This is an optimization exercise on Yosys and OpenROAD, whose aim is small area, a short achievable clock period and few clock cycles per item, not a production implementation.
Only simulation tests tie the RTL to the original design; equivalence was not proved.
No activity file was given, so power comes from the tool's default toggle rates.

### flow/run.sh
#!/bin/bash
# synth_recipe.tcl (not shown) runs the flow's synth.tcl, then flattens the netlist and writes it again
# the make line also repeats each setting of config.mk as NAME=value (left out here)
make -C /OpenROAD-flow-scripts/flow DESIGN_CONFIG=/design/flow/config.mk WORK_HOME=/design/flow/orfs CLKGATE_MAP_FILE= SYNTH_SCRIPT=/design/flow/synth_recipe.tcl finish
### flow/config.mk
export PLATFORM = sky130hd
export DESIGN_NAME = http_header_field_locator
export DESIGN_NICKNAME = http_header_field_locator
export VERILOG_FILES = /design/flow/design.v
export SDC_FILE = /design/flow/constraint.sdc
export NUM_CORES = 4
export LEC_CHECK = 0
export CAP_MARGIN = 20
export CORE_MARGIN = 2
export CORE_UTILIZATION = 40
export SLEW_MARGIN = 20
### flow/constraint.sdc
create_clock -name core_clock -period 4.0 [get_ports {clk}]
set_input_delay 0.8000 -clock core_clock [delete_from_list [all_inputs] [get_ports {clk}]]
set_output_delay 0.8000 -clock core_clock [all_outputs]
set_load 0.01 [all_outputs]
### flow/design.v
`default_nettype none
package hhfl_pkg;
  localparam int unsigned MaxPayloadDefault = 65535;
  localparam int unsigned PosW = 16;
  typedef enum logic [1:0] {
    PH_START = 2'd0,
    PH_KEY   = 2'd1,
    PH_VALUE = 2'd2,
    PH_DONE  = 2'd3
  } phase_t;
  localparam logic [7:0] ChCr    = 8'h0d;
  localparam logic [7:0] ChLf    = 8'h0a;
  localparam logic [7:0] ChSpace = 8'h20;
  localparam logic [7:0] ChColon = 8'h3a;
  localparam logic [7:0] ChZero  = 8'h30;
  localparam logic [7:0] ChNine  = 8'h39;
  localparam logic [1:0] MethodGet     = 2'd0;
  localparam logic [1:0] MethodUnknown = 2'd3;
  function automatic logic [7:0] start_char(input logic [1:0] k, input logic [3:0] i);
    logic [63:0] s;
    case (k)
      2'd0: s = "HTTP/1.1";
      2'd1: s = {"GET", 40'd0};
      2'd2: s = {"HEAD", 32'd0};
      default: s = {"POST", 32'd0};
    endcase
    start_char = s[63 - 8 * i[2:0] -: 8];
  endfunction
  function automatic logic [3:0] start_len(input logic [1:0] k);
    case (k)
      2'd0: start_len = 4'd8;
      2'd1: start_len = 4'd3;
      default: start_len = 4'd4;
    endcase
  endfunction
  function automatic logic [7:0] key_char(input logic [1:0] k, input logic [3:0] i);
    logic [103:0] s;
    case (k)
      2'd0: s = {"Host:", 64'd0};
      2'd1: s = {"User-Agent:", 16'd0};
      default: s = "Content-Type:";
    endcase
    key_char = (i < 4'd13) ? s[103 - 8 * i -: 8] : 8'd0;
  endfunction
  function automatic logic [3:0] key_len(input logic [1:0] k);
    case (k)
      2'd0: key_len = 4'd5;
      2'd1: key_len = 4'd11;
      default: key_len = 4'd13;
    endcase
  endfunction
  typedef struct packed {
    logic       ok;
    logic       resp;
    logic [1:0] method;
    logic [15:0] status;
    logic [15:0] uri_off;
    logic [15:0] uri_len;
    logic [15:0] host_off;
    logic [15:0] host_len;
    logic [15:0] agent_off;
    logic [15:0] agent_len;
    logic [15:0] ctype_off;
    logic [15:0] ctype_len;
  } result_t;
endpackage
`default_nettype wire
`default_nettype none
import hhfl_pkg::*;
module hhfl_scan
#(
  parameter int unsigned MAX_PAYLOAD = hhfl_pkg::MaxPayloadDefault
) (
  input  wire logic       clk,
  input  wire logic       rst_n,
  input  wire logic       step,
  input  wire logic [7:0] data_byte,
  input  wire logic       last_byte,
  output hhfl_pkg::result_t result
);
  logic [PosW-1:0] pos_r, pos_nxt;
  hhfl_pkg::phase_t          phase_r, phase_nxt;
  logic            cr_r, cr_nxt, colon_r, colon_nxt;
  logic [1:0]      sp_r, sp_nxt;
  logic [3:0]      tok_r, tok_nxt;
  logic [3:0]      idx_r, idx_nxt;
  logic [15:0]     stat_r, stat_nxt;
  logic            dig_r, dig_nxt;
  logic [2:0]      key_r, key_nxt;
  logic [15:0]     vst_r, vst_nxt, vend_r, vend_nxt, sp1_r, sp1_nxt;
  logic            vseen_r, vseen_nxt;
  logic [15:0]     f_r [8];
  logic [15:0]     f_nxt [8];
  logic [3:0]      fl_r, fl_nxt;
  always_comb begin
    logic        lf, sp, in_range;
    logic [1:0]  kind;
    logic [2:0]  hit;
    logic [15:0] vend;
    pos_nxt = pos_r; phase_nxt = phase_r; cr_nxt = cr_r; colon_nxt = colon_r;
    sp_nxt = sp_r; tok_nxt = tok_r; idx_nxt = idx_r; stat_nxt = stat_r; dig_nxt = dig_r;
    key_nxt = key_r; vst_nxt = vst_r; vend_nxt = vend_r; sp1_nxt = sp1_r;
    vseen_nxt = vseen_r; fl_nxt = fl_r;
    for (int i = 0; i < 8; i++) f_nxt[i] = f_r[i];
    lf = cr_r && (data_byte == ChLf);
    sp = data_byte == ChSpace;
    kind = MethodUnknown;
    hit = 3'd0;
    vend = vseen_r ? vend_r : pos_r - 16'd1;
    in_range = 32'(pos_r) < MAX_PAYLOAD;
    if (in_range) begin
      case (phase_r)
        PH_START: begin
          if (lf) begin
            if (sp_r == 2'd2 && (!fl_r[1] || dig_r)) begin
              fl_nxt[0] = 1'b1;
              if (fl_r[1]) begin
                f_nxt[0] = '0; f_nxt[1] = '0;
              end
              phase_nxt = PH_KEY;
              key_nxt = 3'b111; idx_nxt = '0; vst_nxt = '0; vseen_nxt = 1'b0; vend_nxt = '0;
            end else begin
              fl_nxt = '0; f_nxt[0] = '0; f_nxt[1] = '0;
              phase_nxt = PH_DONE;
            end
          end else if (sp) begin
            if (sp_r == 2'd0) begin
              for (int k = 3; k >= 1; k--)
                if (tok_r[k] && idx_r == hhfl_pkg::start_len(2'(k))) kind = 2'(k - 1);
              if (tok_r[0] && idx_r == hhfl_pkg::start_len(2'd0)) fl_nxt = 4'b0010;
              else fl_nxt = {kind, 2'b00};
              sp1_nxt = pos_r;
              f_nxt[0] = pos_r + 16'd1;
              idx_nxt = '0;
              sp_nxt = 2'd1;
            end else if (sp_r == 2'd1) begin
              f_nxt[1] = pos_r - sp1_r - 16'd1;
              sp_nxt = 2'd2;
            end
          end else if (sp_r == 2'd0) begin
            for (int k = 0; k < 4; k++)
              if (idx_r >= hhfl_pkg::start_len(2'(k)) || hhfl_pkg::start_char(2'(k), idx_r) != data_byte)
                tok_nxt[k] = 1'b0;
            if (idx_r != 4'd15) idx_nxt = idx_r + 4'd1;
          end else if (sp_r == 2'd1 && fl_r[1] && idx_r == 4'd0) begin
            if (data_byte >= ChZero && data_byte <= ChNine) begin
              stat_nxt = {stat_r[12:0], 3'b000} + {stat_r[14:0], 1'b0}
                         + {12'd0, data_byte[3:0]};
              dig_nxt = 1'b1;
            end else begin
              idx_nxt = 4'd1;
            end
          end
        end
        PH_KEY, PH_VALUE: begin
          if (lf) begin
            if (phase_r == PH_KEY) begin
              if (idx_r == 4'd1) phase_nxt = PH_DONE;
            end else begin
              for (int k = 0; k < 3; k++)
                if (key_r[k]) begin
                  f_nxt[2 + 2 * k] = vst_r;
                  f_nxt[3 + 2 * k] = vend - vst_r;
                end
              phase_nxt = PH_KEY;
            end
            key_nxt = 3'b111; idx_nxt = '0; vst_nxt = '0; vseen_nxt = 1'b0; vend_nxt = '0;
          end else if (phase_r == PH_KEY) begin
            if (colon_r && sp) begin
              for (int k = 0; k < 3; k++)
                if (key_r[k] && idx_r == hhfl_pkg::key_len(2'(k))) hit = 3'(1 << k);
              key_nxt = hit;
              vst_nxt = pos_r + 16'd1;
              phase_nxt = PH_VALUE;
            end else begin
              for (int k = 0; k < 3; k++)
                if (idx_r >= hhfl_pkg::key_len(2'(k)) || hhfl_pkg::key_char(2'(k), idx_r) != data_byte)
                  key_nxt[k] = 1'b0;
              if (idx_r != 4'd15) idx_nxt = idx_r + 4'd1;
            end
          end else if (!vseen_r && colon_r && sp) begin
            vend_nxt = pos_r - 16'd1;
            vseen_nxt = 1'b1;
          end
        end
        default: ;
      endcase
      cr_nxt = data_byte == ChCr;
      if (phase_nxt != PH_START && phase_nxt != PH_DONE && !(lf))
        colon_nxt = data_byte == ChColon;
      else
        colon_nxt = 1'b0;
      if (phase_r != PH_START && phase_r != PH_DONE && lf) colon_nxt = 1'b0;
      pos_nxt = pos_r + 16'd1;
    end
    result = '0;
    if (phase_nxt != PH_START && fl_nxt[0]) begin
      result.ok = 1'b1;
      result.resp = fl_nxt[1];
      result.method = fl_nxt[1] ? MethodGet : fl_nxt[3:2];
      result.status = fl_nxt[1] ? stat_nxt : '0;
      result.uri_off = f_nxt[0];   result.uri_len = f_nxt[1];
      result.host_off = f_nxt[2];  result.host_len = f_nxt[3];
      result.agent_off = f_nxt[4]; result.agent_len = f_nxt[5];
      result.ctype_off = f_nxt[6]; result.ctype_len = f_nxt[7];
    end
  end
  always_ff @(posedge clk) begin
    if (!rst_n || (step && last_byte)) begin
      pos_r <= '0; phase_r <= PH_START; cr_r <= 1'b0; colon_r <= 1'b0; sp_r <= '0;
      tok_r <= 4'hf; idx_r <= '0; stat_r <= '0; dig_r <= 1'b0; key_r <= 3'b111;
      vst_r <= '0; vend_r <= '0; sp1_r <= '0; vseen_r <= 1'b0; fl_r <= '0;
      for (int i = 0; i < 8; i++) f_r[i] <= '0;
    end else if (step) begin
      pos_r <= pos_nxt; phase_r <= phase_nxt; cr_r <= cr_nxt; colon_r <= colon_nxt;
      sp_r <= sp_nxt; tok_r <= tok_nxt; idx_r <= idx_nxt; stat_r <= stat_nxt;
      dig_r <= dig_nxt; key_r <= key_nxt; vst_r <= vst_nxt; vend_r <= vend_nxt;
      sp1_r <= sp1_nxt; vseen_r <= vseen_nxt; fl_r <= fl_nxt;
      for (int i = 0; i < 8; i++) f_r[i] <= f_nxt[i];
    end
  end
endmodule
`default_nettype wire
`default_nettype none
import hhfl_pkg::*;
module http_header_field_locator
#(
  parameter int unsigned MAX_PAYLOAD = hhfl_pkg::MaxPayloadDefault
) (
  input  wire logic        clk,
  input  wire logic        rst_n,
  input  wire logic        in_valid,
  output logic             in_stall,
  input  wire logic [7:0]  in_data_byte,
  input  wire logic        in_last_byte,
  output logic             out_valid,
  input  wire logic        out_stall,
  output logic             out_parse_ok,
  output logic             out_resp_flag,
  output logic [1:0]       out_method_kind,
  output logic [15:0]      out_status_code,
  output logic [15:0]      out_uri_offset,
  output logic [15:0]      out_uri_length,
  output logic [15:0]      out_host_offset,
  output logic [15:0]      out_host_length,
  output logic [15:0]      out_agent_offset,
  output logic [15:0]      out_agent_length,
  output logic [15:0]      out_ctype_offset,
  output logic [15:0]      out_ctype_length
);
  logic       iv_r;
  logic [7:0] ib_r;
  logic       il_r;
  logic       ov_r;
  hhfl_pkg::result_t res_r, res;
  logic       step, out_free, in_take;
  assign out_free = !ov_r || !out_stall;
  assign step     = iv_r && (!il_r || out_free);
  assign in_stall = iv_r && !step;
  assign in_take  = in_valid && !in_stall;
  hhfl_scan #(.MAX_PAYLOAD(MAX_PAYLOAD)) u_scan (
    .clk(clk), .rst_n(rst_n), .step(step),
    .data_byte(ib_r), .last_byte(il_r), .result(res)
  );
  always_ff @(posedge clk) begin
    if (!rst_n) begin
      iv_r <= 1'b0;
    end else if (in_take) begin
      iv_r <= 1'b1;
    end else if (step) begin
      iv_r <= 1'b0;
    end
    if (in_take) begin
      ib_r <= in_data_byte;
      il_r <= in_last_byte;
    end
  end
  always_ff @(posedge clk) begin
    if (!rst_n) begin
      ov_r <= 1'b0;
    end else if (step && il_r) begin
      ov_r <= 1'b1;
    end else if (!out_stall) begin
      ov_r <= 1'b0;
    end
    if (step && il_r) begin
      res_r <= res;
    end
  end
  assign out_valid        = ov_r;
  assign out_parse_ok     = res_r.ok;
  assign out_resp_flag    = res_r.resp;
  assign out_method_kind  = res_r.method;
  assign out_status_code  = res_r.status;
  assign out_uri_offset   = res_r.uri_off;
  assign out_uri_length   = res_r.uri_len;
  assign out_host_offset  = res_r.host_off;
  assign out_host_length  = res_r.host_len;
  assign out_agent_offset = res_r.agent_off;
  assign out_agent_length = res_r.agent_len;
  assign out_ctype_offset = res_r.ctype_off;
  assign out_ctype_length = res_r.ctype_len;
endmodule
`default_nettype wire
==> run summary <==
[worst max-delay path, delay by kind of cell (launching register included)]
family          cells  cell delay (ns)
mux                 1             0.28
fa+ha+maj           1             0.32
xor+xnor            2             0.36
buf+inv             1             0.16
simple gates        3             0.74
flops               1             0.32
compound gates      7             1.28
[cell usage in the layout (no fill, tap or decap), types with 12 or more instances in the layout]
cell type / count
clkbuf_16: 45
a211oi_1: 37
a21o_1: 15
a22oi_1: 65
xnor2_1: 65
o21ai_0: 54
mux2_2: 15
o22ai_1: 15
ha_1: 70
a21oi_1: 310
nor2_1: 191
buf_4: 68
dfxtp_1: 233
nor3_1: 32
nand3_1: 37
clkbuf_1: 13
edfxtp_1: 157
inv_1: 63
nand4_1: 13
xor2_1: 30
nor3b_1: 13
nand2_1: 526
clkdlybuf4s50_1: 162
o21a_1: 12
or3_1: 16
[sequential cells by signal (all words and copies together), names as in the netlist]
register	flops
u_scan.vend_r	16
u_scan.vst_r	16
u_scan.sp1_r	16
u_scan.vseen_r	1
u_scan.phase_r	2
u_scan.stat_r	16
u_scan.tok_r	4
ib_r	8
u_scan.fl_r	4
u_scan.cr_r	1
u_scan.sp_r	2
il_r	1
ov_r	1
iv_r	1
u_scan.colon_r	1
u_scan.key_r	3
u_scan.dig_r	1
u_scan.pos_r	16
u_scan.idx_r	4
u_scan.f_r	128
res_r	148
[cells by family (layout without fill, tap and decap cells)]
kind of cell,after synthesis,count (layout),synth area share
simple gates,920,920,0.200
mux,24,24,0.0129
xor+xnor,98,98,0.0426
flops,390,390,0.465
fa+ha+maj,75,75,0.0481
compound gates,580,580,0.174
buf+inv,241,377,0.0577
[routing by layer]
layer  track usage  part of all wire
met2         0.343              0.47
met5             0                 0
met3        0.0311             0.053
met1         0.277              0.45
met4        0.0662             0.030
[through the flow]
stage          utilization  setup slack [ns]  hold WS, ns  total power, mW  instances
3_5_place_dp         0.447            0.0831        0.444             5.08       3060
3_3_place_gp         0.447            0.0767        0.437             5.07       3060
2_1_floorplan            -            0.0811        0.428             4.78       2328
4_1_cts              0.474            0.0466        0.452             8.89       3136
5_1_grt              0.475            0.0474        0.468             9.11       3136
6_report             0.475             0.241        0.450             8.82       3136
[Yosys cell counts, drive strengths merged (4+ instances only)]
cell type,count
nand2,529
a21oi,311
dfxtp,233
nor2,194
edfxtp,157
clkbuf,98
buf,76
ha,71
xnor2,67
a22oi,65
inv,65
o21ai,54
nand3,39
a211oi,38
nor3,35
xor2,31
or3,17
a21o,15
mux2,15
o22ai,15
nand4,14
nor3b,13
nor4,12
o21a,12
nand2b,11
and3,10
nor2b,10
or2,10
mux2i,9
o31ai,9
a32oi,8
and4,8
a31oi,7
a41oi,6
o21bai,6
a21boi,5
and2,4
fa,4
[what timing repair did]
item	4_1_cts	5_1_grt
setup buffers	0	0
endpoints found under the hold margin	0	0
gates resized for setup	0	9
setup endpoints to repair	0	16
[area by class of cell]
class	count	area [sq um]	share of cell area
clock inverters	9	55.1	0.00232
repair buffers	235	2230	0.0940
multi-input cells	1697	9700	0.408
inverters	66	248	0.0104
flip-flops and latches	390	9380	0.395
well taps	672	841	0.0354
clock buffers	67	1290	0.0543
[final timing paths]
kind	from	to	slack (ns)
setup reg to reg	u_scan.pos_r[2]$_SDFFE_PP0P_	res_r[79]$_SDFFCE_PN0P_	0.24
hold / removal	u_scan.f_r[7][8]$_SDFFE_PP0P_	u_scan.f_r[7][8]$_SDFFE_PP0P_	0.45
hold reg to reg	u_scan.f_r[7][8]$_SDFFE_PP0P_	u_scan.f_r[7][8]$_SDFFE_PP0P_	0.45
setup / recovery	u_scan.pos_r[2]$_SDFFE_PP0P_	res_r[79]$_SDFFCE_PN0P_	0.24
[report_power, final]
| part | switching, mW | total [mW] | internal [mW] |
|---|---|---|---|
| registers | 0.0420 | 4.23 | 4.19 |
| logic | 0.466 | 0.784 | 0.319 |
| clock network | 1.59 | 3.80 | 2.21 |
| total | 2.10 | 8.82 | 6.72 |
==> results by group <==
Setup path
  • CP Cell Sequence: nor4_2 > buf_4 > nand2_1 > or3_2 > xnor2_1 > mux2_2 > ha_1 > a21o_1 > a21oi_1 > o211ai_1 > a211oi_2 > o31ai_2 > a21oi_2 > xnor2_2 > o22ai_1
  • Startpoint Class: flop
  • Required @ worst endpoint: 4.29 ns
  • Crit path DAT: 4.04 ns
  • Highest fanout seen on the critical path: 6
  • Crit-path max cell delay: 0.42 ns
  • Worst R2R Path Depth: 15
  • Crit path max-delay cell type: or3_2
  • Crit Path Class: reg -> reg
  • Crit. End Element: flop

Synth
  • Synth top area share: 0.234
  • Post-synth cell types: between 80 and 90
  • Synth Instances: about 2,300
  • Seq/Total Area, Yosys: 0.465
  • Ys flop type: dfxtp_1
  • Syn Nets: approximately 2,400
  • Synth area leader: edfxtp_1
  • Asr flop ratio synth: 0
  • Synth Warn #: 4
  • Post-synthesis sequential element count: 390
  • Ranking of synthesized cells by area: edfxtp_1, dfxtp_1, nand2_1, a21oi_1, ha_1
  • Syn Area/Cell: 8.66 sq um
  • Post-synth EDFFs: 157
  • Mapped Area: around 0.020 sq mm

STA
  • Slew Viols, Final: 0
  • Worst slew pin tran: 0.882 ns
  • Hold Vio Cnt, Final: 0
  • Final Skew: about 0.023 ns
  • Max frequency: 266 MHz
  • Unrepaired setup endpoints after global routing: false
  • Endpoints failing setup: 0
  • Final min period: ~3.8 ns
  • Crit share post-route: 0.940
  • Slew margin rel.: 0.408
  • Setup TNS: 0 ns

Final layout
  • Synth-to-Final Area Change: 17.8%
  • Fin nets: 2,520
  • # diodes: 0
  • FILL cells: 4,719
  • Layout cell share with drive strength beyond 1: 0.0824
  • Post-route cell area: roughly 0.024 sq mm

Clocking
  • Num CTS Buffers: 42
  • Worst-Skew Late Latency: 0.57 ns
  • Largest buffer count on any clock path: 3
  • Root Buffer: clkbuf_16
  • Hold Buf Count CTS: 0
  • Clock slew at reported path FFs: 0.06 ns
  • H-tree depth: 2
  • CTS sink count: 390
  • CTS tree: done

Routing
  • Vias: 17,000
  • Routed len/inst: 17.8 um
  • # DRC: 0
  • Final ANT Viol Nets: 0
  • Starting DRT DRC Count: 1,684
  • First-pass detailed-route iteration total: 8
  • Number of vias per cell: 5.42
  • DRT Wirelength: 55,700 um

Floorplanning
  • Ports: 163
  • # rows: 82
  • Die X: 228 um
  • Die footprint: approximately 0.052 sq mm
  • Die Span Y: 228 um
  • Initial Utilization: 0.403
  • Placeable Area: approximately 0.05 sq mm

Placement
  • Placed Area: ~0.022 sq mm
  • Gpl congestion: 0.895
  • DP HPWL: 38,400 um
  • PortBufs: 162

Power
  • Peak VDD IR: 0.256 mV
  • Leakage power: 7.62 nW
  • Power per cell area: 371 mW/mm^2

GRT
  • Initial antenna violation count: 0
  • Global-route wire length before repair: 87,900 um
  • Largest net degree at the start of global routing: 98
  • GR Util All Layers: 0.207
  • GR Overflow Total: 0
  • Via count of the first global-routing pass: 16,200

Job
  • Max Cap Violations: 0

Min path
  • Hold Crit Depth: 2
  • Worst Hold Class: reg -> reg

Outcome
  • Status: complete, no violations
Testbench counts, summed over its fixed seeds: cycles 57,812, bytes 57,796.

-- re-timing with driven ports --
The results above use ideal ports. As a check the final layout listed here was re-extracted and re-timed, cells and wires unchanged. Step 1 assumes that a clkbuf_16 drives the clock port and a buf_2 every other input. Step 2 adds t to the input delays and takes it off the output delays; t is the mean of the earliest and latest rising clock arrival at the registers after step 1. Input paths then give back, and output paths get back, about the clock's delay inside the block. Slacks: ideal ports / drivers / drivers and shift; pairs: ideal ports / drivers.
t (ns): 0.615
setup slack, ns: 0.241 / 0.241 / 0.241
hold slack, ns: 0.450 / 0.450 / 0.450
worst register clock-pin slew, ns: 0.06 / 0.06
After both steps this run still meets setup and hold. For this run, drivers alone change the setup slack by 0.000 ns; drivers and shift together by 0.000 ns.
